Context: an optimization exercise on an open-source flow, tuned for small area and a short achievable clock period. The choices shown serve that exercise and are no tape-out recipe.
Function was checked by simulation only, so behaviour that the tests miss may differ from the original.
No activity file was given, so power comes from the tool's default toggle rates.

==> flow/design.v <==
package float_accum_pkg;
  localparam logic [1:0] MODE_SUM = 2'd0;
  localparam logic [1:0] MODE_MAX = 2'd1;
  localparam logic [1:0] MODE_MIN = 2'd2;
  typedef struct packed {
    logic nan;
    logic pinf;
    logic ninf;
  } flags_t;
  function automatic int unsigned acc_width(int unsigned exp_w, int unsigned man_w,
                                            int unsigned guard_w);
    acc_width = (32'd1 << exp_w) + man_w + guard_w;
  endfunction
  function automatic int unsigned exp_bias(int unsigned exp_w);
    exp_bias = (32'd1 << (exp_w - 1)) - 32'd1;
  endfunction
  function automatic int unsigned exp_max(int unsigned exp_w);
    exp_max = (32'd1 << exp_w) - 32'd1;
  endfunction
  function automatic logic [127:0] nan_const(int unsigned exp_w, int unsigned man_w);
    logic [127:0] v;
    v = (128'(exp_max(exp_w)) << man_w) | (128'd1 << (man_w - 1));
    nan_const = v;
  endfunction
  function automatic logic [127:0] inf_const(logic sign, int unsigned exp_w,
                                             int unsigned man_w);
    logic [127:0] v;
    v = (128'(sign) << (exp_w + man_w)) | (128'(exp_max(exp_w)) << man_w);
    inf_const = v;
  endfunction
endpackage
module clz #(
  parameter int unsigned DATA_W = 32,
  localparam int unsigned CNT_W = $clog2(DATA_W + 1)
) (
  input  logic [DATA_W-1:0] data,
  output logic [CNT_W-1:0]  count
);
  always_comb begin
    count = CNT_W'(DATA_W);
    for (int unsigned i = 0; i < DATA_W; i++) begin
      if (data[i]) count = CNT_W'(DATA_W - 1 - i);
    end
  end
endmodule
module float_fixed_decode #(
  parameter int unsigned EXP_W = 8,
  parameter int unsigned MAN_W = 23,
  parameter int unsigned ACC_W = 287,
  localparam int unsigned DATA_W = 1 + EXP_W + MAN_W
) (
  input  logic [DATA_W-1:0]       data,
  output logic signed [ACC_W-1:0] value,
  output float_accum_pkg::flags_t flags
);
  logic             sign;
  logic [EXP_W-1:0] exp_f;
  logic [MAN_W-1:0] man;
  logic [EXP_W-1:0] shift;
  logic [ACC_W-1:0] mag;
  assign {sign, exp_f, man} = data;
  always_comb begin
    flags = '0;
    value = '0;
    shift = (exp_f == '0) ? '0 : exp_f - EXP_W'(1);
    mag   = ACC_W'({exp_f != '0, man}) << shift;
    if (exp_f == '1) begin
      flags.nan  = (man != '0);
      flags.pinf = (man == '0) && !sign;
      flags.ninf = (man == '0) && sign;
    end else begin
      value = sign ? -mag : mag;
    end
  end
endmodule
module float_accum_multi #(
  parameter int unsigned EXP_W    = 8,
  parameter int unsigned MAN_W    = 23,
  parameter int unsigned GUARD_W  = 8,
  parameter int unsigned STRIDE_W = 16,
  parameter int unsigned DELAY_W  = 7,
  localparam int unsigned DATA_W  = 1 + EXP_W + MAN_W
) (
  input  logic                clk,
  input  logic                rst_n,
  input  logic                run,
  input  logic                running,
  input  logic [STRIDE_W-1:0] strideMinusOne,
  input  logic [DELAY_W-1:0]  delay0,
  input  logic [1:0]          mode,
  input  logic [DATA_W-1:0]   in0,
  output logic [DATA_W-1:0]   out0,
  output logic                done
);
  localparam int unsigned ACC_W = 288;
  localparam int unsigned NBLK  = 9;     
  logic [15:0] cnt_q;
  logic        start;
  assign start = (cnt_q == '0);
  always_ff @(posedge clk or negedge rst_n) begin
    if (!rst_n)       cnt_q <= '0;
    else if (run)     cnt_q <= 16'(delay0);
    else if (running) cnt_q <= start ? strideMinusOne : cnt_q - 16'd1;
  end
  logic        is_mm, is_min;      
  logic        wmm0, wmin0;        
  logic        s0, h0, emax0;
  logic [7:0]  e0, eff0;
  logic [22:0] f0;
  logic [23:0] y0;
  logic [85:0] sh0;
  logic [54:0] chunk0;
  assign is_mm  = start ? (mode == 2'd1 || mode == 2'd2) : wmm0;
  assign is_min = start ? (mode == 2'd2) : wmin0;
  assign {s0, e0, f0} = in0;
  assign emax0 = &e0;
  assign h0    = |e0;
  assign eff0  = {e0[7:1], e0[0] | ~h0};
  assign y0    = emax0 ? 24'd0 : ({h0, f0} ^ {24{s0}});
  assign sh0   = {{31{s0 & ~emax0}}, y0, {31{s0 & ~emax0}}} << eff0[4:0];
  assign chunk0 = is_mm ? {23'd0, in0} : sh0[85:31];
  always_ff @(posedge clk or negedge rst_n) begin
    if (!rst_n) begin
      wmm0  <= 1'b0;
      wmin0 <= 1'b0;
    end else if (running) begin
      wmm0  <= is_mm;
      wmin0 <= is_min;
    end
  end
  logic [54:0] x1;        
  logic        xs1;       
  logic [2:0]  q1;        
  logic [2:0]  fl1;       
  logic        mm1, min1, start1, v1, pst1;
  always_ff @(posedge clk) begin
    x1     <= running ? chunk0 : 55'd0;
    xs1    <= running & s0 & ~emax0 & ~is_mm;
    q1     <= eff0[7:5];
    fl1    <= {emax0 & |f0, emax0 & ~|f0 & ~s0, emax0 & ~|f0 & s0};
    mm1    <= is_mm;
    min1   <= is_min;
    start1 <= start;
  end
  always_ff @(posedge clk or negedge rst_n) begin
    if (!rst_n) begin
      v1   <= 1'b0;
      pst1 <= 1'b0;
    end else begin
      v1 <= running;
      if (running) pst1 <= start;
    end
  end
  logic [ACC_W-1:0] acc;
  logic             clr;
  logic [2:0]       flg;
  logic             wmm;
  logic             ldz, lt, repl;
  logic [ACC_W-1:0] acc_in, addend, sum;
  logic [63:0]      chunk;
  logic [31:0]      m, kx, km;
  logic             cin;
  assign ldz   = v1 & (start1 | clr);
  assign cin   = xs1;
  assign chunk = {{9{cin}}, x1};
  always_comb begin
    for (int k = 0; k < NBLK; k++) begin
      if (int'(q1) == k)          addend[32*k +: 32] = chunk[31:0];
      else if (int'(q1) == k - 1) addend[32*k +: 32] = chunk[63:32];
      else                        addend[32*k +: 32] = {32{cin}};
    end
  end
  assign acc_in = ldz ? '0 : acc;
  always_comb begin
    logic [ACC_W-1:0] g, p, c;
    g = acc_in & addend;
    p = acc_in ^ addend;
    g[0] = g[0] | (p[0] & cin);
    for (int l = 0; l < 9; l++)
      for (int i = (2 << l) - 1; i < ACC_W; i += (2 << l)) begin
        g[i] = g[i] | (p[i] & g[i - (1 << l)]);
        p[i] = p[i] & p[i - (1 << l)];
      end
    for (int l = 8; l >= 0; l--)
      for (int i = (3 << l) - 1; i < ACC_W; i += (2 << l)) begin
        g[i] = g[i] | (p[i] & g[i - (1 << l)]);
        p[i] = p[i] & p[i - (1 << l)];
      end
    sum[0] = acc_in[0] ^ addend[0] ^ cin;
    for (int i = 1; i < ACC_W; i++) sum[i] = acc_in[i] ^ addend[i] ^ g[i-1];
  end
  assign m    = acc[31:0];
  assign kx   = x1[31] ? ~x1[31:0] : {1'b1, x1[30:0]};
  assign km   = m[31] ? ~m : {1'b1, m[30:0]};
  assign lt   = kx < km;
  assign repl = v1 & (start1 | (min1 ? lt : ~lt));
  always_ff @(posedge clk) begin
    acc[ACC_W-1:32] <= sum[ACC_W-1:32];
    acc[31:0]       <= mm1 ? (repl ? x1[31:0] : m) : sum[31:0];
  end
  always_ff @(posedge clk or negedge rst_n) begin
    if (!rst_n) begin
      clr <= 1'b1;
      flg <= '0;
      wmm <= 1'b0;
    end else if (v1) begin
      clr <= 1'b0;
      wmm <= mm1;
      flg <= start1 ? fl1 : (flg | fl1);
    end
  end
  logic            sg;
  logic [NBLK-1:0] bor, nz, oh;
  logic [63:0]     win;
  logic [31:0]     top;
  logic [4:0]      fine;
  logic [3:0]      bidx;
  logic            los;
  logic [55:0]     w8;
  logic [24:0]     fld_s;
  logic            wst;
  assign sg = acc[ACC_W-1];
  always_comb begin
    for (int k = 0; k < NBLK; k++) begin
      bor[k] = |acc[32*k +: 32];
      nz[k]  = sg ? ~&acc[32*k +: 32] : bor[k];
    end
    nz[0] = 1'b1;
    for (int k = 0; k < NBLK; k++) begin
      oh[k] = nz[k];
      for (int j = k + 1; j < NBLK; j++) if (nz[j]) oh[k] = 1'b0;
    end
    win  = '0;
    bidx = '0;
    los  = 1'b0;
    for (int k = 0; k < NBLK; k++) begin
      if (oh[k]) begin
        win[63:32] = acc[32*k +: 32];
        if (k > 0) win[31:0] = acc[32*(k-1) +: 32];
        bidx = 4'(k);
        for (int j = 0; j + 1 < k; j++) if (bor[j]) los = 1'b1;
      end
    end
    top = win[63:32] ^ {32{sg}};
    if (oh[0]) top[24] = 1'b1;
    fine = '0;
    for (int i = 0; i < 32; i++) if (top[i]) fine = 5'(i);
  end
  assign w8    = win[63:8];
  assign fld_s = 25'(w8 >> fine);
  always_comb begin
    wst = |win[7:0];
    for (int i = 0; i < 31; i++) if (i < int'(fine) && w8[i]) wst = 1'b1;
  end
  logic        nanr, spec_d, sgm;
  assign nanr   = flg[2] | (flg[1] & flg[0]);
  assign spec_d = clr | |flg;
  assign sgm    = m[31] & |m[30:0];
  logic        sgn_d, st_d;
  logic [8:0]  q_d;
  logic [24:0] f_d;
  always_comb begin
    if (wmm) begin
      sgn_d = sgm;
      q_d   = {1'b0, m[30:23]};
      f_d   = {1'b0, m[22:0], 1'b0};
      st_d  = 1'b1;    
    end else begin
      sgn_d = sg;
      q_d   = {bidx, fine} - 9'd24;
      f_d   = fld_s ^ {25{sg}};
      st_d  = los | wst;
    end
  end
  localparam int unsigned R_W = 1 + 9 + 25 + 1 + 4;
  logic [R_W-1:0] r_q, r_d;
  logic           sgn3, st3, spec3, spec_s3, spec_e3, spec_n3, last3;
  logic [8:0]     q3;
  logic [24:0]    f3;
  assign r_d = (v1 & start1)
             ? {sgn_d, q_d, f_d, st_d, spec_d, ~clr, ~clr & nanr, ~clr & ~nanr & flg[0]}
             : r_q;
  always_ff @(posedge clk) begin
    r_q <= r_d;
    if (running) {sgn3, q3, f3, st3, spec3, spec_e3, spec_n3, spec_s3} <= r_d;
  end
  always_ff @(posedge clk or negedge rst_n) begin
    if (!rst_n)       last3 <= 1'b0;
    else if (running) last3 <= pst1;
  end
  logic        c1, tie, ovf;
  logic [25:0] hh;
  logic [24:0] rnd;
  logic [9:0]  ph;
  logic [31:0] res;
  assign c1  = sgn3 & ~st3;
  assign hh  = {1'b0, f3} + (c1 ? 26'd2 : 26'd1);
  assign tie = (f3[0] ^ c1) & ~st3;
  assign rnd = {hh[25:2], hh[1] & ~tie};
  assign ph  = {1'b0, q3} + {8'd0, rnd[24:23]};
  assign ovf = ph >= 10'd255;
  assign res = spec3 ? {spec_s3, {8{spec_e3}}, spec_n3, 22'd0}
             : ovf   ? {sgn3, 8'hFF, 23'd0}
             :         {sgn3, ph[7:0], rnd[22:0]};
  always_ff @(posedge clk) begin
    if (running) out0 <= res;
  end
  always_ff @(posedge clk or negedge rst_n) begin
    if (!rst_n)       done <= 1'b0;
    else if (running) done <= last3;
  end
endmodule
==> flow/run.sh <==
#!/bin/bash
# synth_recipe.tcl (not shown) runs the flow's synth.tcl, then flattens the netlist and writes it again
# the make line also repeats each setting of config.mk as NAME=value (left out here)
make -C /OpenROAD-flow-scripts/flow DESIGN_CONFIG=/design/flow/config.mk WORK_HOME=/design/flow/orfs CLKGATE_MAP_FILE= SYNTH_SCRIPT=/design/flow/synth_recipe.tcl finish
==> flow/config.mk <==
export PLATFORM = sky130hd
export DESIGN_NAME = float_accum_multi
export DESIGN_NICKNAME = float_accum_multi
export VERILOG_FILES = /design/flow/design.v
export SDC_FILE = /design/flow/constraint.sdc
export NUM_CORES = 4
export LEC_CHECK = 0
export CAP_MARGIN = 20
export CORE_MARGIN = 2
export CORE_UTILIZATION = 25
export PLACE_DENSITY = 0.45
export SLEW_MARGIN = 20
==> flow/constraint.sdc <==
create_clock -name core_clock -period 10.0 [get_ports {clk}]
set_input_delay 2.0000 -clock core_clock [delete_from_list [all_inputs] [get_ports {clk}]]
set_output_delay 2.0000 -clock core_clock [all_outputs]
set_load 0.01 [all_outputs]
==> flow_summary.rst, run 1 <==
.. list-table::
   :header-rows: 1

   * - Metric
     - Value
   * - Run status
     - no timing/DRC/antenna violations
   * - Max frequency
     - 115 MHz
   * - Met1 routing resource usage after global routing
     - 30.8%
   * - Root buffer cell
     - clkbuf_16
   * - Worst hold path class
     - flop to flop
   * - Launching instance or port of the critical path
     - acc[156]
   * - Netlist cell types
     - 107
   * - Power density cells
     - 320 nW/um^2
   * - Maximum clock insertion buffer count
     - 3
   * - Largest net degree at the start of global routing
     - 157
   * - EDFF count, synth
     - 104
   * - Synth Cell Area
     - 45900 um^2
   * - Hold-fix buffers, CTS
     - 0
   * - Detailed Routing Iterations Pass 1
     - 9
   * - Maximum ir drop on the vdd rail
     - 127 uV
   * - Syn_nets
     - 6334
   * - Resized cells post-CTS
     - 0
   * - Startpoint Class
     - flop
   * - Final global-route overflow total
     - 0
   * - Row Count
     - 157
   * - CP Data Required Time
     - 10.39 ns
   * - Area delta synth->final
     - 12.7%
   * - Transition time at the pin with the least slew margin
     - 1.15 ns
   * - Post-route clock skew
     - 0.0393 ns
   * - TritonCTS sink count
     - 492
   * - Final hold violation count
     - 0
   * - Die footprint
     - 187000 um^2
   * - TritonCTS clock tree
     - done
   * - Wire length of the first global-routing pass
     - 312 mm
   * - Number of synthesized register bits
     - 492
   * - Most used flip-flop cell after synthesis
     - dfxtp_1
   * - R2r startpoint
     - acc[156]
   * - Setup Slack @ Placement
     - 1.51 ns
   * - Post-route clock period utilization
     - 87.2%
   * - Die Width
     - 432 um
   * - Top-area cell type share of the netlist area
     - 15.8%
   * - Avg Vias per Cell
     - 5.48
   * - Arrival time of data at the critical path endpoint
     - 9.11 ns
   * - Global routing usage summed across all routing layers
     - 22.9%
   * - Max FO, Critical Path
     - 18
   * - Antenna violations before repair
     - 17
   * - Met2 global-route usage
     - 35.9%
   * - Sum of internal, switching and leakage power
     - 16.5 mW
   * - Worst Hold Slack
     - 0.450 ns
   * - Start-to-end type of the worst setup path
     - flop to flop
   * - Post-route setup slack
     - 1.28 ns
   * - Vias in the first global route
     - 42300
   * - Routability-driven placement congestion ratio
     - 0.995
   * - Library cell with the largest summed area after synthesis
     - dfxtp_1
   * - Nets@finish
     - 6245
   * - Most frequently used cell type in the post-synthesis netlist
     - nand2_1
   * - Violation count after the first detailed-routing iteration
     - 4742
   * - Met3 track demand over resource
     - 4.19%
   * - Detailed-route DRC error count
     - 0
   * - Setup TNS
     - 0 ns
   * - Total of max-cap violations
     - 0
   * - Via count
     - 44600
   * - Cell count after synthesis
     - 5799
   * - Min cycle time layout
     - 8.72 ns
   * - Most used routing layer
     - met2
   * - Final ANT Viol Nets
     - 0
   * - Slew Limit Fails
     - 0
   * - Max H-tree Level
     - 3
   * - Boundary pin count
     - 94
   * - Sequential element share of the synthesized area
     - 24.0%
   * - Slew HR
     - 23.5%
   * - Setup repair after global routing missed its margin
     - no
   * - Y dimension of the die
     - 432 um
   * - Average footprint of a synthesized cell
     - 7.91 um^2
   * - Category of the worst setup path capture point
     - flop
   * - Clock transition at the registers of the reported paths
     - 0.06 ns
   * - Fraction of registers with async set or reset after synthesis
     - 5.49%
   * - Synth warn
     - 1
   * - Starting density of the core
     - 25.1%
   * - Clock insertion delay at the later pin of the skew report
     - 0.71 ns
   * - Final-report setup violation count
     - 0
   * - Clock buffers created by TritonCTS
     - 67
   * - Post-detailed-route wirelength per cell
     - 27.0 um
   * - Post-Route Utilization
     - 28.3%
   * - Leakage
     - 22.7 nW
   * - Total half-perimeter wirelength after legalization and detailed placement
     - 166 mm
   * - Port Buf Inserts
     - 93
   * - Area of the core
     - 183000 um^2
   * - Top cells by area, synth
     - dfxtp_1, ha_1, edfxtp_1
   * - DRT Wirelength
     - 220 mm
   * - Launch point of the worst hold path
     - r_q[18]
   * - Share of layout cells above drive strength 1
     - 7.22%
   * - Setup fix buffers added after clock tree synthesis
     - 0
   * - Cell types with the highest counts after synthesis
     - nand2_1, a21oi_1, inv_1
==> area by class of cell <==
cell class	count	area, um^2
Antenna cell	4	10.0
Clock buffer	83	1850
Clock inverter	38	439
Fill cell	19700	131000
Inverter	473	1780
Multi-Input combinational cell	4435	31500
Sequential cell	492	11000
Tap cell	2385	2980
Timing Repair Buffer	241	2070
==> flip-flops by register name, indices dropped and copies added (netlist names), 3 cells and up <==
name,cells
fl1,3
cnt_q,16
acc,288
q3,9
out0,32
f3,25
q1,3
x1,55
r_q,40
flg,3
==> layout by cell type, fill, tap and decap left out, drive strengths merged, types with 47 or more instances in the layout <==
master	count
a21oi	525
a221oi	51
nor2	303
nand4	160
and2	183
mux2i	177
fa	147
xor2	83
nor3	60
dfxtp	361
o21ai	385
nand3	108
a22oi	47
nand2	603
edfxtp	104
xnor2	181
ha	327
mux2	61
inv	479
buf	151
clkbuf	83
clkdlybuf4s50	90
o211ai	53
a21o	293
nor4	115
==> critical path, stage by stage (launching register included) <==
cell	delay [ns]
dfxtp_1	0.36
nor4_1	0.72
nand4_1	0.29
or4_1	0.70
a22oi_2	0.77
and4_1	0.89
a221oi_1	0.22
o21ai_1	0.47
nor2b_1	0.30
nand4_1	0.16
nand2_1	0.38
nand2_1	0.44
or2_1	0.60
inv_2	0.29
ha_1	0.29
nor2_1	0.07
or4_1	0.39
a2111oi_0	0.42
a21oi_1	0.14
nor4_1	0.33
a31oi_1	0.20
==> worst paths after layout <==
path | slack, ns | end | cells after the start
max | 1.28 | st3 | 20
min | 0.45 | r_q[18] | 2
max reg2reg | 1.28 | st3 | 20
min reg2reg | 0.45 | r_q[18] | 2
max in group asynchronous | 7.96 | clr | 2
min in group asynchronous | 1.69 | last3 | 2
==> through the flow <==
step / cells / instance area, um^2
3_5_place_dp: 8026 / 49400
2_1_floorplan: 5799 / 45900
6_report: 8151 / 51700
3_3_place_gp: 8026 / 49400
4_1_cts: 8147 / 51700
5_1_grt: 8148 / 51700
==> power breakdown <==
group	switching, mW	total (mW)	internal, mW
sequential	1.79	4.76	2.97
clock	1.10	2.59	1.49
combinational	5.59	9.20	3.61
==> logic make-up after synthesis <==
family                   Yosys count  share of synthesized area (%)
AO/OA/AOI/OAI                   1725                           24.1
XOR/XNOR                         264                           5.04
adder cells (fa/ha/maj)          475                           15.4
buffers and inverters            872                           7.53
flip-flops                       492                           24.0
multiplexers                     239                           5.42
AND/OR/NAND/NOR                 1732                           18.5
==> routing by layer <==
metal / vias up / part of all wire, %
met5: - / 0.031
li1: 20500 / -
met3: 388 / 7.2
met4: 10 / 4.5
met2: 1720 / 44
met1: 22000 / 44
==> run 2: changes to the inputs <==
--- a/flow/config.mk
+++ b/flow/config.mk
@@ -7,6 +7,6 @@
 export LEC_CHECK = 0
 export CAP_MARGIN = 20
 export CORE_MARGIN = 2
-export CORE_UTILIZATION = 25
-export PLACE_DENSITY = 0.45
+export CORE_UTILIZATION = 55
+export PLACE_DENSITY = 0.65
 export SLEW_MARGIN = 20
==> run 2 against run 1 <==
  * Critical path depth rose by 1
  * Clock-buffer cell count decreased by 8
  * Sequential power increased by 3%
  * Fmax rose by 1.3%
  * First-iteration DRC count up 38%
  * Cell area fell by 4.2%
  * Final cell count is 17% lower
  * Worst setup slack better by 0.11 ns
  * Critical endpoint unchanged
  * Still clean on timing, DRC and antenna
  * Synthesized cell count stayed put
  * Sequential share of layout area is 0.93 points higher
==> flow_summary.rst, run 2 <==
.. list-table::
   :header-rows: 1

   * - Metric
     - Value
   * - R2R setup slack
     - 1.39 ns (+0.11 ns)
   * - TritonCTS sink count
     - 492 (unchanged)
   * - Share of layout cells above drive strength 1
     - 6.44% (-0.78 points)
   * - Run status
     - no timing/DRC/antenna violations
   * - Net switching fraction of the power
     - 51.4% (+0.18 points)
   * - Sequential share of power
     - 30.3% (+1.5 points)
   * - Start-to-end type of the worst setup path
     - flop to flop
   * - Most common cell after layout, fill and taps aside
     - nand2_1
   * - Top cells by area, synth
     - dfxtp_1, ha_1, edfxtp_1
   * - Fraction of registers with async set or reset after synthesis
     - 5.49% (unchanged)
   * - Hold-fix buffers, CTS
     - 0 (unchanged)
   * - Complex-gate fraction of the synthesized area
     - 24.1% (unchanged)
   * - Launch point of the worst hold path
     - r_q[10]
   * - Row Count
     - 105 (-33%)
   * - Area of placed instances
     - 47500 um^2 (-3.8%)
   * - Category of the worst setup path capture point
     - flop
   * - Top library cells by usage in the layout, fill and taps aside
     - nand2_1, a21oi_1, inv_1
   * - Library cell with the largest summed area after synthesis
     - dfxtp_1
   * - Max FO, Critical Path
     - 20 (+2)
   * - Simple-Gate Fraction of Synth Area
     - 18.5% (unchanged)
   * - Number of synthesized register bits
     - 492 (unchanged)
   * - Largest net degree at the start of global routing
     - 168 (+7.0%)
   * - Worst r2r dst
     - st3
   * - Inst Count DP
     - 6683 (-17%)
   * - Power density cells
     - 327 nW/um^2 (+2.2%)
   * - Arrival time of data at the critical path endpoint
     - 9.00 ns (-0.11 ns)
   * - Avg Vias per Cell
     - 6.81 (+24%)
   * - Most frequently used cell type in the post-synthesis netlist
     - nand2_1
   * - Post-route clock skew
     - 0.0350 ns (-0.00425 ns)
   * - Final hold violation count
     - 0 (unchanged)
   * - Cell count after synthesis
     - 5799 (unchanged)
   * - TritonCTS clock tree
     - done
   * - Detailed Routing Iterations Pass 1
     - 7 (-2)
   * - Cell types with the highest counts after synthesis
     - nand2_1, a21oi_1, inv_1
   * - Maximum ir drop on the vdd rail
     - 245 uV (+93%)
   * - Worst reg-to-reg path cell count
     - 21 (+5.0%)
   * - Starting density of the core
     - 55.7% (+31 points)
   * - Average footprint of a synthesized cell
     - 7.91 um^2 (unchanged)
   * - R2r startpoint
     - acc[287]
   * - Die Width
     - 293 um (-32%)
   * - Synth warn
     - 1 (unchanged)
   * - Final-layout fill cell count
     - 7525 (-62%)
   * - Maximum clock insertion buffer count
     - 3 (unchanged)
   * - Most used flip-flop cell after synthesis
     - dfxtp_1
   * - Die footprint
     - 85700 um^2 (-54%)
   * - Global routing usage summed across all routing layers
     - 44.8% (+22 points)
   * - Max frequency
     - 116 MHz (+1.3%)
   * - Main combinational cell family by area after synthesis
     - compound AO/OA/AOI/OAI gates
   * - Startpoint Class
     - flop
   * - Port Buf Inserts
     - 93 (unchanged)
   * - Antenna violations before repair
     - 10 (-7)
   * - Vias in the first global route
     - 42400 (+0.17%)
   * - CP Data Required Time
     - 10.39 ns (about the same)
   * - Y dimension of the die
     - 293 um (-32%)
   * - Setup TNS
     - 0 ns (unchanged)
   * - Final ANT Viol Nets
     - 0 (unchanged)
   * - Net switching power
     - 8.33 mW (-1.7%)
   * - Synth Cell Area
     - 45900 um^2 (unchanged)
   * - Area delta synth->final
     - 8.01%
   * - Destination of the worst hold path
     - r_q[10]
   * - Nets@finish
     - 6206 (-0.62%)
   * - Final global-route overflow total
     - 0 (unchanged)
   * - Leakage
     - 22.4 nW (-1.2%)
   * - Slew HR
     - 16.0% (-7.5 points)
   * - Final Instance Count excl. Fillers
     - 6805 (-17%)
   * - Setup fix buffers added after clock tree synthesis
     - 0 (unchanged)
   * - Clock transition at the registers of the reported paths
     - 0.07 ns (about the same)
   * - Worst hold path class
     - flop to flop
   * - Max H-tree Level
     - 2 (-1)
   * - Resized cells post-CTS
     - 0 (unchanged)
   * - Netlist cell types
     - 107 (unchanged)
   * - Internal power
     - 7.87 mW (-2.4%)
   * - Synth Area in XOR/XNOR
     - 5.04% (unchanged)
   * - Root buffer cell
     - clkbuf_16
   * - Routability-driven placement congestion ratio
     - 1.11 (+12%)
   * - Setup repair after global routing missed its margin
     - no
   * - Syn_nets
     - 6334 (unchanged)
   * - Clock insertion delay at the later pin of the skew report
     - 0.67 ns (-0.04 ns)
   * - Final-report setup violation count
     - 0 (unchanged)
   * - Area share of fa/ha/maj cells after synthesis
     - 15.4% (unchanged)
   * - Transition time at the pin with the least slew margin
     - 1.26 ns (+0.112 ns)
   * - Fin area
     - 49500 um^2 (-4.2%)
   * - Slew Limit Fails
     - 0 (unchanged)
   * - Wire length of the first global-routing pass
     - 285 mm (-8.5%)
   * - EDFF count, synth
     - 104 (unchanged)
   * - Top-area cell type share of the netlist area
     - 15.8% (unchanged)
   * - Area of the core
     - 82400 um^2 (-55%)
   * - Post-route clock period utilization
     - 86.1% (-1.1 points)
   * - Hold depth
     - 2 (unchanged)
   * - Via count
     - 46300 (+3.8%)
   * - Detailed-route DRC error count
     - 0 (unchanged)
   * - Violation count after the first detailed-routing iteration
     - 6534 (+38%)
   * - DRT Wirelength
     - 197 mm (-10%)
   * - Portion of total power attributed to combinational logic
     - 55.6% (about the same)
   * - Sequential element share of the synthesized area
     - 24.0% (unchanged)
   * - Portion of total power attributed to the clock network
     - 14.1% (-1.5 points)
   * - Boundary pin count
     - 94 (unchanged)
   * - Total of max-cap violations
     - 0 (unchanged)
   * - Top register by number of flip-flops
     - acc
   * - Mux share of post-synthesis cell area
     - 5.42% (unchanged)
   * - Min cycle time layout
     - 8.61 ns (-0.112 ns)
   * - Total half-perimeter wirelength after legalization and detailed placement
     - 148 mm (-11%)
   * - Post-detailed-route wirelength per cell
     - 29.0 um (+7.5%)
   * - Flip-flop count of the largest register after layout
     - 288 (unchanged)
   * - Clock buffers created by TritonCTS
     - 56 (-16%)
-- run 2: cell counts after synthesis --
No cell type changed its count.
-- run 2: per-stage QoR --
step                setup slack, ns  hold WS (ns)  utilization (%)  power (mW)
floorplan                      3.05         0.413                -        10.2
global placement               1.76         0.432             57.7        13.3
detailed placement             1.82         0.445             57.7        13.4
CTS                            1.79         0.459             60.1        15.7
global route                   1.19         0.482             60.1        17.1
finish                         1.39         0.459             60.1        16.2
-- run 2: power by group through the flow --
stage | clock, mW | sequential [mW] | combinational, mW
floorplan | 0 | 3.59 | 6.58
finish | 2.28 | 4.91 | 9.01
global route | 2.35 | 4.82 | 9.89
CTS | 2.28 | 4.69 | 8.75
global placement | 0 | 4.72 | 8.54
detailed placement | 0 | 4.72 | 8.69
-- run 2: kinds of logic after synthesis --
logic type | Yosys count
and+or+nand+nor | 1732
AOI/OAI and AO/OA | 1725
buffers and inverters | 872
DFF | 492
adders and majority gates | 475
xor gates and xnor gates | 264
muxes | 239
-- run 2: layout make-up --
cell class              count  area (um^2)  area share, %
clock inverters            26          332          0.669
diodes                     21         52.6          0.106
repair buffers            213         1840           3.72
well taps                1070         1340           2.70
flip-flops and latches    492        11000           22.3
multi-input cells        4435        31500           63.6
clock buffers              75         1650           3.32
inverters                 473         1780           3.58
-- run 2: metal layers --
metal / routed length (um) / vias up / global-route usage (%)
met5: 26 / - / 0
met4: 12400 / 4 / 24.2
met3: 28200 / 705 / 15.7
met2: 79200 / 3222 / 62.4
met1: 77600 / 22000 / 60.3
li1: - / 20400 / -
-- run 2: critical path, cell delays in order, from the launching register on --
cell and delay, ns:
dfxtp_2 0.68, nand4_1 0.14, or4_1 0.65, o22a_1 0.28
a21o_1 0.53, buf_4 0.39, nor2_1 0.76, a22oi_1 0.22
a41oi_1 0.89, nand4_1 0.17, o22a_1 0.23, nor2_1 0.65
or2_2 0.27, nand2_1 0.39, clkinv_1 0.40, ha_1 0.25
nand2b_1 0.15, o22ai_1 0.09, a2111oi_0 0.60, o211ai_1 0.17
nor4_1 0.24, a31oi_1 0.15
-- run 2: worst max-delay path by stage --
stage / from / to / slack, ns / cells after the start
finish: acc[287] / st3 / 1.39 / 21
global route: q1[1] / acc[255] / 1.19 / 29
CTS: q1[1] / acc[255] / 1.79 / 29
detailed placement: acc[287] / st3 / 1.82 / 22
global placement: acc[287] / st3 / 1.76 / 23
floorplan: xs1 / acc[191] / 3.05 / 27
==> run 3: changes to the inputs <==
--- a/flow/design.v
+++ b/flow/design.v
@@ -107,8 +107,7 @@
   logic        s0, h0, emax0;
   logic [7:0]  e0, eff0;
   logic [22:0] f0;
-  logic [23:0] y0;
-  logic [85:0] sh0;
+  logic [85:0] sh0, sh1;
   logic [54:0] chunk0;
   assign is_mm  = start ? (mode == 2'd1 || mode == 2'd2) : wmm0;
   assign is_min = start ? (mode == 2'd2) : wmin0;
@@ -116,9 +115,13 @@
   assign emax0 = &e0;
   assign h0    = |e0;
   assign eff0  = {e0[7:1], e0[0] | ~h0};
-  assign y0    = emax0 ? 24'd0 : ({h0, f0} ^ {24{s0}});
-  assign sh0   = {{31{s0 & ~emax0}}, y0, {31{s0 & ~emax0}}} << eff0[4:0];
-  assign chunk0 = is_mm ? {23'd0, in0} : sh0[85:31];
+  assign sh0   = {{31{s0}}, {1'b1, f0} ^ {24{s0}}, {31{s0}}} << {e0[4:1], 1'b0};
+  assign sh1   = eff0[0] ? {sh0[84:0], s0} : sh0;
+  always_comb begin
+    chunk0     = sh1[85:31];
+    chunk0[24] = h0 ? sh1[55] : s0;
+    if (is_mm) chunk0 = {23'd0, in0};
+  end
   always_ff @(posedge clk or negedge rst_n) begin
     if (!rst_n) begin
       wmm0  <= 1'b0;
@@ -130,13 +133,23 @@
   end
   logic [54:0] x1;        
   logic        xs1;       
-  logic [2:0]  q1;        
+  logic [NBLK-1:0] lo1;   
+  logic [NBLK-1:0] hi1;   
+  logic [NBLK-1:0] fa1;   
+  logic [NBLK-1:0] fb1;   
   logic [2:0]  fl1;       
   logic        mm1, min1, start1, v1, pst1;
+  logic        ld1;       
+  logic        clr;       
   always_ff @(posedge clk) begin
-    x1     <= running ? chunk0 : 55'd0;
+    x1     <= (running & ~emax0) ? chunk0 : 55'd0;    
     xs1    <= running & s0 & ~emax0 & ~is_mm;
-    q1     <= eff0[7:5];
+    for (int k = 0; k < NBLK; k++) begin
+      lo1[k] <= (int'(eff0[7:5]) == k);
+      hi1[k] <= (int'(eff0[7:5]) == k - 1);
+      fa1[k] <= running & s0 & ~emax0 & ~is_mm & (int'(eff0[7:5]) != k) & (int'(eff0[7:5]) != k - 1);
+      fb1[k] <= running & s0 & ~emax0 & ~is_mm & (int'(eff0[7:5]) != k);
+    end
     fl1    <= {emax0 & |f0, emax0 & ~|f0 & ~s0, emax0 & ~|f0 & s0};
     mm1    <= is_mm;
     min1   <= is_min;
@@ -146,28 +159,28 @@
     if (!rst_n) begin
       v1   <= 1'b0;
       pst1 <= 1'b0;
+      ld1  <= 1'b0;
     end else begin
-      v1 <= running;
+      v1  <= running;
+      ld1 <= running & (start | (clr & ~v1));
       if (running) pst1 <= start;
     end
   end
   logic [ACC_W-1:0] acc;
-  logic             clr;
   logic [2:0]       flg;
   logic             wmm;
   logic             ldz, lt, repl;
   logic [ACC_W-1:0] acc_in, addend, sum;
-  logic [63:0]      chunk;
   logic [31:0]      m, kx, km;
   logic             cin;
-  assign ldz   = v1 & (start1 | clr);
+  assign ldz   = ld1;
   assign cin   = xs1;
-  assign chunk = {{9{cin}}, x1};
   always_comb begin
     for (int k = 0; k < NBLK; k++) begin
-      if (int'(q1) == k)          addend[32*k +: 32] = chunk[31:0];
-      else if (int'(q1) == k - 1) addend[32*k +: 32] = chunk[63:32];
-      else                        addend[32*k +: 32] = {32{cin}};
+      for (int i = 0; i < 23; i++)
+        addend[32*k + i] = (lo1[k] & x1[i]) | (hi1[k] & x1[32 + i]) | fa1[k];
+      for (int i = 23; i < 32; i++)
+        addend[32*k + i] = (lo1[k] & x1[i]) | fb1[k];
     end
   end
   assign acc_in = ldz ? '0 : acc;
@@ -212,13 +225,11 @@
   logic            sg;
   logic [NBLK-1:0] bor, nz, oh;
   logic [63:0]     win;
-  logic [31:0]     top;
+  logic [31:0]     top, above;
   logic [4:0]      fine;
   logic [3:0]      bidx;
-  logic            los;
+  logic            los, wst;
   logic [55:0]     w8;
-  logic [24:0]     fld_s;
-  logic            wst;
   assign sg = acc[ACC_W-1];
   always_comb begin
     for (int k = 0; k < NBLK; k++) begin
@@ -245,63 +256,86 @@
     if (oh[0]) top[24] = 1'b1;
     fine = '0;
     for (int i = 0; i < 32; i++) if (top[i]) fine = 5'(i);
-  end
-  assign w8    = win[63:8];
-  assign fld_s = 25'(w8 >> fine);
-  always_comb begin
+    above[31] = 1'b0;
+    for (int i = 30; i >= 0; i--) above[i] = above[i+1] | top[i+1];
     wst = |win[7:0];
-    for (int i = 0; i < 31; i++) if (i < int'(fine) && w8[i]) wst = 1'b1;
+    for (int j = 0; j < 31; j++) if (above[j] && win[j+8]) wst = 1'b1;
   end
+  assign w8 = win[63:8];
   logic        nanr, spec_d, sgm;
   assign nanr   = flg[2] | (flg[1] & flg[0]);
   assign spec_d = clr | |flg;
   assign sgm    = m[31] & |m[30:0];
   logic        sgn_d, st_d;
   logic [8:0]  q_d;
-  logic [24:0] f_d;
+  logic [55:0] w_d;
   always_comb begin
     if (wmm) begin
       sgn_d = sgm;
-      q_d   = {1'b0, m[30:23]};
-      f_d   = {1'b0, m[22:0], 1'b0};
-      st_d  = 1'b1;    
+      q_d   = {1'b0, m[30:23]} + 9'd24;
+      w_d   = {31'd0, 1'b0, m[22:0], 1'b0};
+      st_d  = 1'b1;
     end else begin
       sgn_d = sg;
-      q_d   = {bidx, fine} - 9'd24;
-      f_d   = fld_s ^ {25{sg}};
+      q_d   = {bidx, fine};
+      w_d   = w8;
       st_d  = los | wst;
     end
   end
-  localparam int unsigned R_W = 1 + 9 + 25 + 1 + 4;
+  localparam int unsigned R_W = 1 + 9 + 56 + 1 + 1 + 4;
   logic [R_W-1:0] r_q, r_d;
-  logic           sgn3, st3, spec3, spec_s3, spec_e3, spec_n3, last3;
+  logic           sgn3, st3, mm3, spec3, spec_s3, spec_e3, spec_n3, last3;
   logic [8:0]     q3;
-  logic [24:0]    f3;
+  logic [55:0]    w3;
   assign r_d = (v1 & start1)
-             ? {sgn_d, q_d, f_d, st_d, spec_d, ~clr, ~clr & nanr, ~clr & ~nanr & flg[0]}
+             ? {sgn_d, q_d, w_d, st_d, wmm, spec_d, ~clr, ~clr & nanr, ~clr & ~nanr & flg[0]}
              : r_q;
   always_ff @(posedge clk) begin
     r_q <= r_d;
-    if (running) {sgn3, q3, f3, st3, spec3, spec_e3, spec_n3, spec_s3} <= r_d;
+    if (running) {sgn3, q3, w3, st3, mm3, spec3, spec_e3, spec_n3, spec_s3} <= r_d;
   end
   always_ff @(posedge clk or negedge rst_n) begin
     if (!rst_n)       last3 <= 1'b0;
     else if (running) last3 <= pst1;
   end
-  logic        c1, tie, ovf;
-  logic [25:0] hh;
-  logic [24:0] rnd;
-  logic [9:0]  ph;
+  logic [4:0]  sh;
+  logic [55:0] ws;
+  logic [24:0] fld;
+  logic        c1, ci, tie, cout, hid;
+  logic [23:0] tt, pre;
+  logic [22:0] man;
+  logic [9:0]  e0v, e1v, e2v;
+  logic [7:0]  ex;
+  logic        ovf;
   logic [31:0] res;
+  assign sh  = mm3 ? 5'd0 : q3[4:0];
+  assign ws  = w3 >> sh;
+  assign fld = ws[24:0] ^ {25{sgn3 & ~mm3}};
   assign c1  = sgn3 & ~st3;
-  assign hh  = {1'b0, f3} + (c1 ? 26'd2 : 26'd1);
-  assign tie = (f3[0] ^ c1) & ~st3;
-  assign rnd = {hh[25:2], hh[1] & ~tie};
-  assign ph  = {1'b0, q3} + {8'd0, rnd[24:23]};
-  assign ovf = ph >= 10'd255;
+  assign ci  = c1 | fld[0];
+  assign tie = (fld[0] ^ c1) & ~st3;
+  assign tt  = fld[24:1];
+  always_comb begin
+    logic [23:0] a;
+    a = {tt[22:0], 1'b1};
+    for (int d = 1; d < 24; d = d * 2)
+      for (int i = 23; i >= d; i--) a[i] = a[i] & a[i-d];
+    pre = a;
+  end
+  assign cout = ci & pre[23] & tt[23];
+  assign man  = (tt[22:0] ^ ({23{ci}} & pre[22:0])) & ~{22'd0, tie};
+  assign hid  = tt[23] ^ (ci & pre[23]);
+  assign e0v = {1'b0, q3} - 10'd24;
+  assign e1v = {1'b0, q3} - 10'd23;
+  assign e2v = {1'b0, q3} - 10'd22;
+  always_comb begin
+    if (cout)     {ovf, ex} = {e2v >= 10'd255, e2v[7:0]};
+    else if (hid) {ovf, ex} = {e1v >= 10'd255, e1v[7:0]};
+    else          {ovf, ex} = {e0v >= 10'd255, e0v[7:0]};
+  end
   assign res = spec3 ? {spec_s3, {8{spec_e3}}, spec_n3, 22'd0}
              : ovf   ? {sgn3, 8'hFF, 23'd0}
-             :         {sgn3, ph[7:0], rnd[22:0]};
+             :         {sgn3, ex, man};
   always_ff @(posedge clk) begin
     if (running) out0 <= res;
   end
--- a/flow/config.mk
+++ b/flow/config.mk
@@ -7,6 +7,7 @@
 export LEC_CHECK = 0
 export CAP_MARGIN = 20
 export CORE_MARGIN = 2
-export CORE_UTILIZATION = 55
-export PLACE_DENSITY = 0.65
+export CORE_UTILIZATION = 35
+export PLACE_DENSITY = 0.5
+export SETUP_SLACK_MARGIN = 5
 export SLEW_MARGIN = 20
==> run 3 against run 2 <==
  * Area after synthesis grew 6.2%
  * Global-route usage shrank 13 points
  * Power grew 6.9%
  * Non-clock buffer count grew 250
  * Final cell count grew 14%
  * Register-to-register slack gained 3.0 ns
  * Critical path depth grew 5
  * Worst setup slack gained 3.0 ns
  * Clock power grew 25%
==> flow_summary.rst, run 3 <==
.. list-table::
   :header-rows: 1

   * - Metric
     - Value
   * - Run status
     - no timing/DRC/antenna violations
   * - Area delta synth->final
     - 21.9%
   * - Final-report setup violation count
     - 0 (unchanged)
   * - Flip-flop count of the largest register after layout
     - 288 (unchanged)
   * - DRT Wirelength
     - 232 mm (+18%)
   * - Max FO, Critical Path
     - 8 (-60%)
   * - Top cells by area, synth
     - dfxtp_1, ha_1, edfxtp_1
   * - Maximum clock insertion buffer count
     - 3 (unchanged)
   * - Final Instance Count excl. Fillers
     - 7739 (+14%)
   * - Internal power
     - 9.00 mW (+14%)
   * - Net switching power
     - 8.33 mW (about the same)
   * - Number of synthesized register bits
     - 577 (+17%)
   * - Worst hold path class
     - flop to flop
   * - Detailed-route DRC error count
     - 0 (unchanged)
   * - Boundary pin count
     - 94 (unchanged)
   * - Delay of the slowest cell on the worst path
     - 0.58 ns (-0.31 ns)
   * - Portion of total power attributed to combinational logic
     - 51.9% (-3.7 points)
   * - Leakage
     - 25.1 nW (+12%)
   * - Synth warn
     - 1 (unchanged)
   * - Post-route clock skew
     - 0.0310 ns (-0.00407 ns)
   * - Y dimension of the die
     - 377 um (+29%)
   * - Row Count
     - 136 (+30%)
   * - Clock insertion delay at the later pin of the skew report
     - 0.71 ns (+0.04 ns)
   * - Post-route clock period utilization
     - 56.3% (-30 points)
   * - Port Buf Inserts
     - 93 (unchanged)
   * - Top library cells by usage in the layout, fill and taps aside
     - inv_1, nand2_1, dfxtp_1
   * - Cell types with the highest counts after synthesis
     - inv_1, nand2_1, dfxtp_1
   * - Setup repair after global routing missed its margin
     - yes
   * - Transition time at the pin with the least slew margin
     - 1.20 ns (-0.0546 ns)
   * - Min cycle time layout
     - 5.63 ns (-2.98 ns)
   * - Starting density of the core
     - 35.4% (-20 points)
   * - Wire length of the first global-routing pass
     - 325 mm (+14%)
   * - Maximum ir drop on the vdd rail
     - 143 uV (-41%)
   * - Max frequency
     - 178 MHz (+53%)
   * - Startpoint Class
     - flop
   * - Post-Route Utilization
     - 43.1% (-17 points)
   * - Inst Count DP
     - 7337 (+9.8%)
   * - Nets@finish
     - 6420 (+3.4%)
   * - Cell count after synthesis
     - 5732 (-1.2%)
   * - Routability-driven placement congestion ratio
     - 1.08 (-2.9%)
   * - Slew HR
     - 18.9% (+2.9 points)
   * - Antenna violations before repair
     - 9 (-1)
   * - Start-to-end type of the worst setup path
     - flop to flop
   * - Net switching fraction of the power
     - 48.1% (-3.3 points)
   * - TritonCTS sink count
     - 577 (+17%)
   * - Detailed Routing Iterations Pass 1
     - 6 (-1)
   * - Sequential element share of the synthesized area
     - 26.8% (+2.7 points)
   * - Slew Limit Fails
     - 0 (unchanged)
   * - Library cell with the largest summed area after synthesis
     - dfxtp_1
   * - Via count
     - 48000 (+3.5%)
   * - CP bufs+invs
     - 10 (+8)
   * - Total of max-cap violations
     - 0 (unchanged)
   * - Top-area cell type share of the netlist area
     - 17.0% (+1.2 points)
   * - Sequential share of power
     - 31.7% (+1.4 points)
   * - Synth Cell Area
     - 48700 um^2 (+6.2%)
   * - Setup TNS
     - 0 ns (unchanged)
   * - Fraction of registers with async set or reset after synthesis
     - 4.85% (-0.64 points)
   * - Violation count after the first detailed-routing iteration
     - 5650 (-14%)
   * - Top register by number of flip-flops
     - acc
   * - Most frequently used cell type in the post-synthesis netlist
     - inv_1
   * - Most common cell after layout, fill and taps aside
     - inv_1
   * - Portion of total power attributed to the clock network
     - 16.4% (+2.3 points)
   * - Global routing usage summed across all routing layers
     - 31.3% (-13 points)
   * - Fin area
     - 59400 um^2 (+20%)
   * - Average footprint of a synthesized cell
     - 8.50 um^2 (+7.5%)
   * - Total half-perimeter wirelength after legalization and detailed placement
     - 165 mm (+11%)
   * - TritonCTS clock tree
     - done
   * - Clock buffers created by TritonCTS
     - 75 (+34%)
   * - Avg Vias per Cell
     - 6.20 (-9.0%)
   * - CP most frequent cell
     - buf_6
   * - Most used flip-flop cell after synthesis
     - dfxtp_1
   * - EDFF count, synth
     - 136 (+31%)
   * - Category of the worst setup path capture point
     - flop
   * - Netlist cell types
     - 110 (+2.8%)
   * - Max H-tree Level
     - 3 (+1)
   * - Final global-route overflow total
     - 0 (unchanged)
   * - Die Width
     - 377 um (+29%)
   * - Area of the core
     - 138000 um^2 (+67%)
   * - Share of layout cells above drive strength 1
     - 18.6% (+12 points)
   * - Sum of internal, switching and leakage power
     - 17.3 mW (+6.9%)
   * - Final ANT Viol Nets
     - 0 (unchanged)
   * - Root buffer cell
     - clkbuf_16
   * - Final hold violation count
     - 0 (unchanged)
   * - Largest net degree at the start of global routing
     - 66 (-61%)
   * - Cell with the biggest individual delay on the critical path
     - or4_4
   * - CP Data Required Time
     - 10.61 ns (+0.22 ns)
   * - Area of placed instances
     - 51300 um^2 (+8.0%)
   * - Clock transition at the registers of the reported paths
     - 0.07 ns (about the same)
   * - Hold-fix buffers, CTS
     - 0 (unchanged)
   * - Syn_nets
     - 6267 (-1.1%)
   * - Category of cells accounting for the largest share of critical-path delay
     - simple AND/OR/NAND/NOR gates
   * - Arrival time of data at the critical path endpoint
     - 6.24 ns (-2.76 ns)
   * - Post-detailed-route wirelength per cell
     - 30.0 um (+3.5%)
   * - Power density cells
     - 292 nW/um^2 (-11%)
   * - Die footprint
     - 142000 um^2 (+66%)
   * - Vias in the first global route
     - 44900 (+6.0%)
==> run 3: cell count changes in the layout (fill, tap and decap cells not counted), sizes merged, moves of 42 or more <==
cell	before	now
a221o	16	171
dfxtp	361	413
o21ai	385	276
xnor2	181	231
and2	183	35
nand2	603	424
a21oi	525	349
nand2b	32	167
buf	123	356
nor2b	45	193
nor3	60	102
a21o	293	222
==> run 3: final timing paths <==
kind,from,endpoint,slack (ns),cells after the start
max reg2reg,ld1,acc[190],4.37,26
max,ld1,acc[190],4.37,26
max in group asynchronous,rst_n,clr,7.98,2
min,r_q[66],r_q[66],0.44,2
min in group asynchronous,rst_n,cnt_q[11],1.70,2
min reg2reg,r_q[66],r_q[66],0.44,2
==> run 3: per-stage QoR <==
step	hold WS (ns)	worst slack, ns
floorplan	0.408	4.43
global placement	0.428	2.77
detailed placement	0.430	2.66
CTS	0.446	4.47
global route	0.471	4.23
finish	0.441	4.37
==> run 3: tightest hold or removal path, delay by kind of cell (launching register included) <==
kind / cells / cell delay [ns]
flip-flops: 1 / 0.30
AND/OR/NAND/NOR: 2 / 0.10
==> run 3: final cells by class <==
cell class | count | area (um^2)
fillers | 13800 | 78400
multi-input cells | 4300 | 34900
flip-flops and latches | 577 | 13200
repair buffers | 463 | 4800
well taps | 1794 | 2240
clock buffers | 103 | 2080
inverters | 468 | 1760
clock inverters | 32 | 404
diodes | 2 | 5.00
==> run 3: power by group through the flow <==
stage | registers (mW) | clock network [mW] | logic (mW)
4_1_cts | 5.27 | 2.89 | 8.16
3_3_place_gp | 5.31 | 0 | 7.54
6_report | 5.49 | 2.84 | 9.00
5_1_grt | 5.42 | 2.97 | 9.91
3_5_place_dp | 5.28 | 0 | 7.64
2_1_floorplan | 4.05 | 0 | 5.74
==> run 3: repair_timing <==
| action | in CTS | in global routing |
|---|---|---|
| resized for setup | 343 | 399 |
| pin swaps | 83 | 186 |
| buffers inserted | 107 | 130 |
| setup endpoints to repair | 276 | 163 |
| cloned | 17 | 11 |
==> run 3: logic make-up after synthesis <==
kind of cell    after synthesis  synth area share [%]
compound gates             1570                  22.4
xor+xnor                    321                  5.77
fa+ha+maj                   474                  14.4
buf+inv                     862                  6.95
flops                       577                  26.8
mux                         206                  5.29
simple gates               1722                  18.4
==> run 3: routing by layer <==
metal	share of wire (%)	track usage (%)	up-vias	wire, um
met4	6.2	16.6	4	14500
li1	-	-	21100	-
met5	0.011	0	-	25
met2	42	46.2	2590	97700
met1	42	42.4	23600	96600
met3	10	7.13	687	23500
==> run 4: changes to the inputs <==
--- a/flow/design.v
+++ b/flow/design.v
@@ -261,32 +261,34 @@
     wst = |win[7:0];
     for (int j = 0; j < 31; j++) if (above[j] && win[j+8]) wst = 1'b1;
   end
-  assign w8 = win[63:8];
+  logic [31:0] w32;
+  assign w8  = win[63:8];
+  assign w32 = 32'(w8 >> {fine[4:3], 3'd0});
   logic        nanr, spec_d, sgm;
   assign nanr   = flg[2] | (flg[1] & flg[0]);
   assign spec_d = clr | |flg;
   assign sgm    = m[31] & |m[30:0];
   logic        sgn_d, st_d;
   logic [8:0]  q_d;
-  logic [55:0] w_d;
+  logic [31:0] w_d;
   always_comb begin
     if (wmm) begin
       sgn_d = sgm;
       q_d   = {1'b0, m[30:23]} + 9'd24;
-      w_d   = {31'd0, 1'b0, m[22:0], 1'b0};
+      w_d   = {8'd0, 1'b0, m[22:0], 1'b0};
       st_d  = 1'b1;
     end else begin
       sgn_d = sg;
       q_d   = {bidx, fine};
-      w_d   = w8;
+      w_d   = w32;
       st_d  = los | wst;
     end
   end
-  localparam int unsigned R_W = 1 + 9 + 56 + 1 + 1 + 4;
+  localparam int unsigned R_W = 1 + 9 + 32 + 1 + 1 + 4;
   logic [R_W-1:0] r_q, r_d;
   logic           sgn3, st3, mm3, spec3, spec_s3, spec_e3, spec_n3, last3;
   logic [8:0]     q3;
-  logic [55:0]    w3;
+  logic [31:0]    w3;
   assign r_d = (v1 & start1)
              ? {sgn_d, q_d, w_d, st_d, wmm, spec_d, ~clr, ~clr & nanr, ~clr & ~nanr & flg[0]}
              : r_q;
@@ -298,8 +300,8 @@
     if (!rst_n)       last3 <= 1'b0;
     else if (running) last3 <= pst1;
   end
-  logic [4:0]  sh;
-  logic [55:0] ws;
+  logic [2:0]  sh;
+  logic [31:0] ws;
   logic [24:0] fld;
   logic        c1, ci, tie, cout, hid;
   logic [23:0] tt, pre;
@@ -308,7 +310,7 @@
   logic [7:0]  ex;
   logic        ovf;
   logic [31:0] res;
-  assign sh  = mm3 ? 5'd0 : q3[4:0];
+  assign sh  = mm3 ? 3'd0 : q3[2:0];
   assign ws  = w3 >> sh;
   assign fld = ws[24:0] ^ {25{sgn3 & ~mm3}};
   assign c1  = sgn3 & ~st3;
@@ -328,11 +330,8 @@
   assign e0v = {1'b0, q3} - 10'd24;
   assign e1v = {1'b0, q3} - 10'd23;
   assign e2v = {1'b0, q3} - 10'd22;
-  always_comb begin
-    if (cout)     {ovf, ex} = {e2v >= 10'd255, e2v[7:0]};
-    else if (hid) {ovf, ex} = {e1v >= 10'd255, e1v[7:0]};
-    else          {ovf, ex} = {e0v >= 10'd255, e0v[7:0]};
-  end
+  assign ex  = cout ? e2v[7:0] : hid ? e1v[7:0] : e0v[7:0];
+  assign ovf = ~mm3 & (q3 >= 9'd278);
   assign res = spec3 ? {spec_s3, {8{spec_e3}}, spec_n3, 22'd0}
              : ovf   ? {sgn3, 8'hFF, 23'd0}
              :         {sgn3, ex, man};
==> run 4 against run 3 <==
  * Sequential power is 3% lower
  * Die area is 5.5% lower
  * Via count is 3.4% lower
  * Global-route usage is 1.7 points higher
  * Clock-buffer cell count is 12 lower
  * Final cell count is 1.6% lower
  * Fmax is 4.2% higher
  * Area after synthesis is 5.6% lower
  * Synthesized cell count is 4.1% lower
  * First-iteration DRC count is 7.5% lower
  * Largest cell class unchanged
==> flow_summary.rst, run 4 <==
.. list-table::
   :header-rows: 1

   * - Metric
     - Value
   * - Run status
     - no timing/DRC/antenna violations
   * - Post-route clock period utilization
     - 54.0% (-2.3 points)
   * - Wire length on met3
     - 20.6 mm (-12%)
   * - Min cycle time layout
     - 5.40 ns (-0.228 ns)
   * - Flip-flop count of the largest register after layout
     - 288 (unchanged)
   * - Clock buffers created by TritonCTS
     - 71 (-5.3%)
   * - Top-area cell type share of the netlist area
     - 16.9% (-0.046 points)
   * - Max frequency
     - 185 MHz (+4.2%)
   * - Synth warn
     - 1 (unchanged)
   * - Area delta synth->final
     - 26.7%
   * - Detailed Routing Iterations Pass 1
     - 7 (+1)
   * - Slew HR
     - 22.1% (+3.2 points)
   * - Arrival time of data at the critical path endpoint
     - 5.84 ns (-0.40 ns)
   * - Nets@finish
     - 6330 (-1.4%)
   * - R2R setup slack
     - 4.60 ns (+0.23 ns)
   * - Boundary pin count
     - 94 (unchanged)
   * - Root buffer cell
     - clkbuf_16
   * - Met2 wire len
     - 98.1 mm (+0.34%)
   * - Number of synthesized register bits
     - 529 (-8.3%)
   * - Worst reg-to-reg path cell count
     - 15 (-42%)
   * - Detailed-route DRC error count
     - 0 (unchanged)
   * - DRT Wirelength
     - 230 mm (-0.90%)
   * - EDFF count, synth
     - 112 (-18%)
   * - R2r startpoint
     - acc[52]
   * - Port Buf Inserts
     - 93 (unchanged)
   * - Share of layout cells above drive strength 1
     - 22.0% (+3.4 points)
   * - Vias in the first global route
     - 44500 (-0.86%)
   * - Global routing usage summed across all routing layers
     - 33.0% (+1.7 points)
   * - Setup Slack @ Placement
     - 2.88 ns (+0.224 ns)
   * - Destination of the worst hold path
     - r_q[34]
   * - Average footprint of a synthesized cell
     - 8.37 um^2 (-1.5%)
   * - Netlist cell types
     - 90 (-18%)
   * - Violation count after the first detailed-routing iteration
     - 5226 (-7.5%)
   * - Startpoint Class
     - flop
   * - Area of the core
     - 131000 um^2 (-5.0%)
   * - Routed length on met1
     - 94.9 mm (-1.7%)
   * - Most frequently used cell type in the post-synthesis netlist
     - inv_1
   * - Routability-driven placement congestion ratio
     - 1.05 (-2.4%)
   * - Most common cell after layout, fill and taps aside
     - inv_1
   * - Clock transition at the registers of the reported paths
     - 0.06 ns (about the same)
   * - Post-route clock skew
     - 0.0445 ns (+0.0135 ns)
   * - Most used flip-flop cell after synthesis
     - dfxtp_1
   * - Avg Vias per Cell
     - 6.09 (-1.8%)
   * - Worst hold path class
     - flop to flop
   * - Cell count after synthesis
     - 5496 (-4.1%)
   * - Top routing layer in use
     - met5
   * - Top cells by area, synth
     - dfxtp_1, ha_1, edfxtp_1
   * - Maximum clock insertion buffer count
     - 3 (unchanged)
   * - Syn_nets
     - 6031 (-3.8%)
   * - Synth Cell Area
     - 46000 um^2 (-5.6%)
   * - Category of the worst setup path capture point
     - flop
   * - Row Count
     - 133 (-2.2%)
   * - Power density cells
     - 301 nW/um^2 (+3.1%)
   * - Launch point of the worst hold path
     - r_q[34]
   * - Leakage
     - 25.3 nW (+0.65%)
   * - Starting density of the core
     - 35.1% (-0.21 points)
   * - Final hold violation count
     - 0 (unchanged)
   * - Sequential element share of the synthesized area
     - 25.8% (-1.0 points)
   * - Top register by number of flip-flops
     - acc
   * - Final-report setup violation count
     - 0 (unchanged)
   * - Max H-tree Level
     - 3 (unchanged)
   * - Total of max-cap violations
     - 0 (unchanged)
   * - Final ANT Viol Nets
     - 0 (unchanged)
   * - Total half-perimeter wirelength after legalization and detailed placement
     - 165 mm (+0.15%)
   * - Post-detailed-route wirelength per cell
     - 30.2 um (+0.73%)
   * - Fraction of registers with async set or reset after synthesis
     - 5.29% (+0.44 points)
   * - Transition time at the pin with the least slew margin
     - 1.16 ns (-0.0428 ns)
   * - TritonCTS sink count
     - 529 (-8.3%)
   * - Sum of internal, switching and leakage power
     - 17.5 mW (+1.2%)
   * - Clock insertion delay at the later pin of the skew report
     - 0.72 ns (about the same)
   * - Setup repair after global routing missed its margin
     - yes
   * - Final global-route overflow total
     - 0 (unchanged)
   * - Wire length of the first global-routing pass
     - 325 mm (about the same)
   * - Cell types with the highest counts after synthesis
     - inv_1, dfxtp_1, nand2_1
   * - Y dimension of the die
     - 367 um (-2.8%)
   * - Via count
     - 46400 (-3.4%)
   * - Maximum ir drop on the vdd rail
     - 171 uV (+20%)
   * - Max FO, Critical Path
     - 5 (-3)
   * - Worst r2r dst
     - st3
   * - Post-route setup slack
     - 4.60 ns (+0.228 ns)
   * - Slew Limit Fails
     - 0 (unchanged)
   * - Hold depth
     - 2 (unchanged)
   * - Antenna violations before repair
     - 16 (+7)
   * - Die footprint
     - 134000 um^2 (-5.5%)
   * - Largest net degree at the start of global routing
     - 66 (unchanged)
   * - Setup TNS
     - 0 ns (unchanged)
   * - Library cell with the largest summed area after synthesis
     - dfxtp_1
   * - CP Data Required Time
     - 10.43 ns (-0.18 ns)
   * - Top library cells by usage in the layout, fill and taps aside
     - inv_1, nand2_1, buf_4
   * - TritonCTS clock tree
     - done
   * - Start-to-end type of the worst setup path
     - flop to flop
   * - Die Width
     - 367 um (-2.8%)
==> run 4: cell count changes in the layout (fill, tap and decap cells not counted), moves of 15 or more <==
cell      before  now
a22o_1        37   19
and2_1        28    9
buf_4        251  358
dfxtp_1      327  281
edfxtp_1     136  112
mux2_2        20   39
mux4_2        38    7
nand2_1      415  365
nand2b_1     150  135
nand3_1       80  102
o21ai_0      240  185
o21ai_4        6   24
o22ai_1       39   14
==> run 4: through the flow <==
stage / cells / hold WS (ns) / instance area [um^2] / util (%)
after floorplan: 5496 / 0.413 / 46200 / -
after global placement: 7117 / 0.439 / 49000 / 37.4
after detailed placement: 7117 / 0.440 / 49000 / 37.4
after CTS: 7486 / 0.453 / 55600 / 42.5
after global routing: 7610 / 0.479 / 58300 / 44.5
final: 7614 / 0.444 / 58300 / 44.5
==> run 4: how the worst max path moves through the flow <==
| stage | startpoint | to |
|---|---|---|
| floorplan | q3[0] | out0[29] |
| global placement | acc[271] | w3[9] |
| detailed placement | acc[287] | w3[9] |
| CTS | acc[44] | st3 |
| global route | acc[139] | st3 |
| finish | acc[52] | st3 |
==> run 4: routing by layer <==
layer | vias to the layer above | track usage [%]
li1 | 20600 | -
met1 | 22700 | 43.6
met2 | 2396 | 50.2
met3 | 670 | 6.03
met4 | 8 | 19.5
met5 | - | 0
==> run 4: cell families after synthesis <==
family	synth area share [%]
xor gates and xnor gates	6.09
and+or+nand+nor	18.2
buffers and inverters	6.91
muxes	4.27
DFF	25.8
AOI/OAI and AO/OA	23.5
adders and majority gates	15.2
==> run 4: report_power, final <==
group          internal [mW]  switching [mW]
Sequential              3.26            2.09
Combinational           4.03            5.49
Clock                   1.51            1.16
==> run 4: cell type report <==
type / instances / area (um^2)
antenna: 6 / 15.0
clock buffer: 91 / 1940
clock inverter: 40 / 459
fill: 12900 / 72600
inverter: 468 / 1770
multi-input combinational: 4145 / 34300
sequential: 529 / 12000
tap: 1755 / 2200
timing repair buffer: 580 / 5640
==> run 4: worst max-delay path: stages, from the launching register on <==
cell and delay [ns]:
dfxtp_2 0.36, nor4_4 0.31, nand2_1 0.09, or4_4 0.56, o21ai_4 0.21, buf_6 0.17
mux2_4 0.30, a222oi_1 0.71, a21o_2 0.37, nand3_2 0.12, or4_4 0.61, a221o_1 0.39
nor3_2 0.18, nand3_1 0.17, a2111oi_4 0.48, nor2_1 0.10
==> run 4: timing repair <==
item	4_1_cts	5_1_grt
hold buffers	0	0
pin swaps	158	243
gates cloned	29	8
hold endpoints to repair	0	0
buffers inserted	209	114
setup endpoints to repair	346	179
resized for setup	518	378
==> run 5: changes to the inputs <==
--- a/flow/config.mk
+++ b/flow/config.mk
@@ -11,3 +11,4 @@
 export PLACE_DENSITY = 0.5
 export SETUP_SLACK_MARGIN = 5
 export SLEW_MARGIN = 20
+export TNS_END_PERCENT = 10
==> run 5 against run 4 <==
  * Routed wire length fell by 0.64%
  * Critical path depth rose by 1
  * Clock skew grew 0.020 ns
  * Area after synthesis is the same
  * Clock power grew 4%
  * Power down 1.9%
  * Sequential power is 3% lower
  * Utilization is 1.3 points lower
  * Flip-flop and latch count is the same
  * Synthesized cell count is the same
  * Via count barely moved
  * Final cell count is 1.1% lower
  * Largest cell class unchanged
==> flow_summary.rst, run 5 <==
.. list-table::
   :header-rows: 1

   * - Metric
     - Value
   * - Run status
     - no timing/DRC/antenna violations
   * - Internal power
     - 8.66 mW (-1.6%)
   * - Synth Cell Area
     - 46000 um^2 (unchanged)
   * - TritonCTS clock tree
     - done
   * - Netlist cell types
     - 90 (unchanged)
   * - Wire length of the first global-routing pass
     - 322 mm (-0.74%)
   * - Share of layout cells above drive strength 1
     - 18.3% (-3.7 points)
   * - Y dimension of the die
     - 367 um (unchanged)
   * - Clock transition at the registers of the reported paths
     - 0.06 ns (about the same)
   * - Antenna violations before repair
     - 15 (-1)
   * - DRT Wirelength
     - 229 mm (-0.64%)
   * - Max frequency
     - 185 MHz (-0.22%)
   * - Most frequently used cell type in the post-synthesis netlist
     - inv_1
   * - Post-route setup slack
     - 4.58 ns (-0.0119 ns)
   * - Area delta synth->final
     - 22.9%
   * - Root buffer cell
     - clkbuf_16
   * - Average footprint of a synthesized cell
     - 8.37 um^2 (unchanged)
   * - Mux share of post-synthesis cell area
     - 4.27% (unchanged)
   * - Maximum clock insertion buffer count
     - 3 (unchanged)
   * - Number of synthesized register bits
     - 529 (unchanged)
   * - Top-area cell type share of the netlist area
     - 16.9% (unchanged)
   * - Setup repair after global routing missed its margin
     - yes
   * - Final-report setup violation count
     - 0 (unchanged)
   * - Syn_nets
     - 6031 (unchanged)
   * - Fraction of registers with async set or reset after synthesis
     - 5.29% (unchanged)
   * - Synth Area in XOR/XNOR
     - 6.09% (unchanged)
   * - Start-to-end type of the worst setup path
     - flop to flop
   * - Final Instance Count excl. Fillers
     - 7533 (-1.1%)
   * - Post-route clock skew
     - 0.0643 ns (+0.0198 ns)
   * - Worst hold path class
     - flop to flop
   * - CP Data Required Time
     - 10.41 ns (-0.02 ns)
   * - Clock buffers created by TritonCTS
     - 72 (+1.4%)
   * - Worst Hold Slack
     - 0.448 ns (+0.00421 ns)
   * - Via count
     - 46300 (-0.063%)
   * - Detailed-route DRC error count
     - 0 (unchanged)
   * - Total of max-cap violations
     - 0 (unchanged)
   * - Max FO, Critical Path
     - 15 (+10)
   * - Clock insertion delay at the later pin of the skew report
     - 0.73 ns (about the same)
   * - TritonCTS sink count
     - 529 (unchanged)
   * - Min cycle time layout
     - 5.42 ns (+0.0119 ns)
   * - Most common cell after layout, fill and taps aside
     - inv_1
   * - Cell types with the highest counts after synthesis
     - inv_1, dfxtp_1, nand2_1
   * - Setup Slack @ Placement
     - 2.27 ns (-0.614 ns)
   * - Die Width
     - 367 um (unchanged)
   * - Largest net degree at the start of global routing
     - 75 (+14%)
   * - Category of the worst setup path capture point
     - flop
   * - Global routing usage summed across all routing layers
     - 32.9% (-0.12 points)
   * - Starting density of the core
     - 35.1% (unchanged)
   * - Max H-tree Level
     - 3 (unchanged)
   * - Top cells by area, synth
     - dfxtp_1, ha_1, edfxtp_1
   * - Power density cells
     - 304 nW/um^2 (+1.2%)
   * - Area of the core
     - 131000 um^2 (unchanged)
   * - Library cell with the largest summed area after synthesis
     - dfxtp_1
   * - Complex-gate fraction of the synthesized area
     - 23.5% (unchanged)
   * - Hold-fix buffers, CTS
     - 0 (unchanged)
   * - Total half-perimeter wirelength after legalization and detailed placement
     - 163 mm (-1.0%)
   * - Violation count after the first detailed-routing iteration
     - 5096 (-2.5%)
   * - Vias in the first global route
     - 43700 (-1.8%)
   * - Transition time at the pin with the least slew margin
     - 1.10 ns (-0.0648 ns)
   * - EDFF count, synth
     - 112 (unchanged)
   * - Inst Count DP
     - 7118 (+0.014%)
   * - Final ANT Viol Nets
     - 0 (unchanged)
   * - Most used flip-flop cell after synthesis
     - dfxtp_1
   * - Portion of total power attributed to the clock network
     - 16.2% (+1.0 points)
   * - Die footprint
     - 134000 um^2 (unchanged)
   * - Sequential element share of the synthesized area
     - 25.8% (unchanged)
   * - Hold depth
     - 2 (unchanged)
   * - Leakage
     - 24.5 nW (-3.0%)
   * - Net switching fraction of the power
     - 49.7% (-0.13 points)
   * - Worst reg-to-reg path cell count
     - 16 (+1)
==> run 5: changes by cell type in the layout (fill, tap and decap cells not counted), sizes merged, moves of 3 or more <==
cell / delta
buf: -77
inv: -3
bufinv: +4
bufbuf: +5
==> run 5: repair_timing <==
item                                    4_1_cts  5_1_grt
gates resized for setup                     435      182
pin swaps                                   142      117
endpoints found under the setup margin      345      188
gates cloned                                 25        1
setup buffers                               164       85
==> run 5: layout make-up <==
class	count	area, um^2
fill	13000	74400
tap	1755	2200
antenna	6	15.0
sequential	529	12000
clock buffer	97	1970
inverter	468	1760
timing repair buffer	503	4900
multi-input combinational	4138	33200
clock inverter	37	543
==> run 5: worst paths after layout <==
kind | start | endpoint | slack (ns)
worst max-delay path | acc[137] | st3 | 4.58
worst min-delay path | r_q[0] | r_q[0] | 0.45
worst max register to register | acc[137] | st3 | 4.58
worst min register to register | r_q[0] | r_q[0] | 0.45
max in group asynchronous | rst_n | clr | 8.02
min in group asynchronous | rst_n | cnt_q[0] | 1.66
==> run 5: per-stage QoR <==
step                      cell area [um^2]  total power [mW]
after global routing                 56600              18.2
after floorplan                      46200              9.69
final                                56600              17.2
after global placement               49000              13.1
after CTS                            55200              16.6
after detailed placement             49000              13.1
==> run 5: worst max-delay path, stage by stage (launching register included) <==
cell and delay [ns]:
dfxtp_1 0.45, nor4_1 0.30, nand4_1 0.21, nor4_4 0.43, nor2_2 0.22, buf_4 0.24
and4_4 0.22, bufbuf_16 0.30, a221o_1 0.36, a211o_1 0.28, a21oi_1 0.76, and3_1 0.37
nand2_1 0.12, a2111oi_4 0.37, a31oi_2 0.09, a2111oi_4 0.29, nor2_1 0.09
==> run 5: per-layer routing <==
| layer | global-route usage (%) | vias to the layer above | part of all wire, % |
|---|---|---|---|
| met5 | 0 | - | 0.018 |
| met3 | 6.18 | 620 | 8.7 |
| met2 | 49.0 | 2411 | 42 |
| met4 | 21.6 | 6 | 7.5 |
| li1 | - | 20400 | - |
| met1 | 43.3 | 22900 | 41 |
==> run 5: kinds of logic after synthesis <==
group / Yosys count
multiplexers: 182
XOR/XNOR: 320
AO/OA/AOI/OAI: 1538
flip-flops: 529
adder cells (fa/ha/maj): 474
buffers and inverters: 837
AND/OR/NAND/NOR: 1616
==> run 5: power groups by stage <==
stage / sequential, mW / combinational, mW / clock, mW
final: 5.17 / 9.26 / 2.79
after global routing: 5.14 / 10.1 / 2.91
after global placement: 5.06 / 8.05 / 0
after detailed placement: 5.05 / 8.09 / 0
after floorplan: 3.86 / 5.83 / 0
after CTS: 4.99 / 8.79 / 2.83

Re-timed with assumed drivers on the ports (clkbuf_16 on the clock, buf_2 on other inputs), run 5 has 4.583 ns of setup slack against 4.583 ns with ideal ports, and 4.197 ns once port delays also move by the mid clock arrival of 0.780 ns.
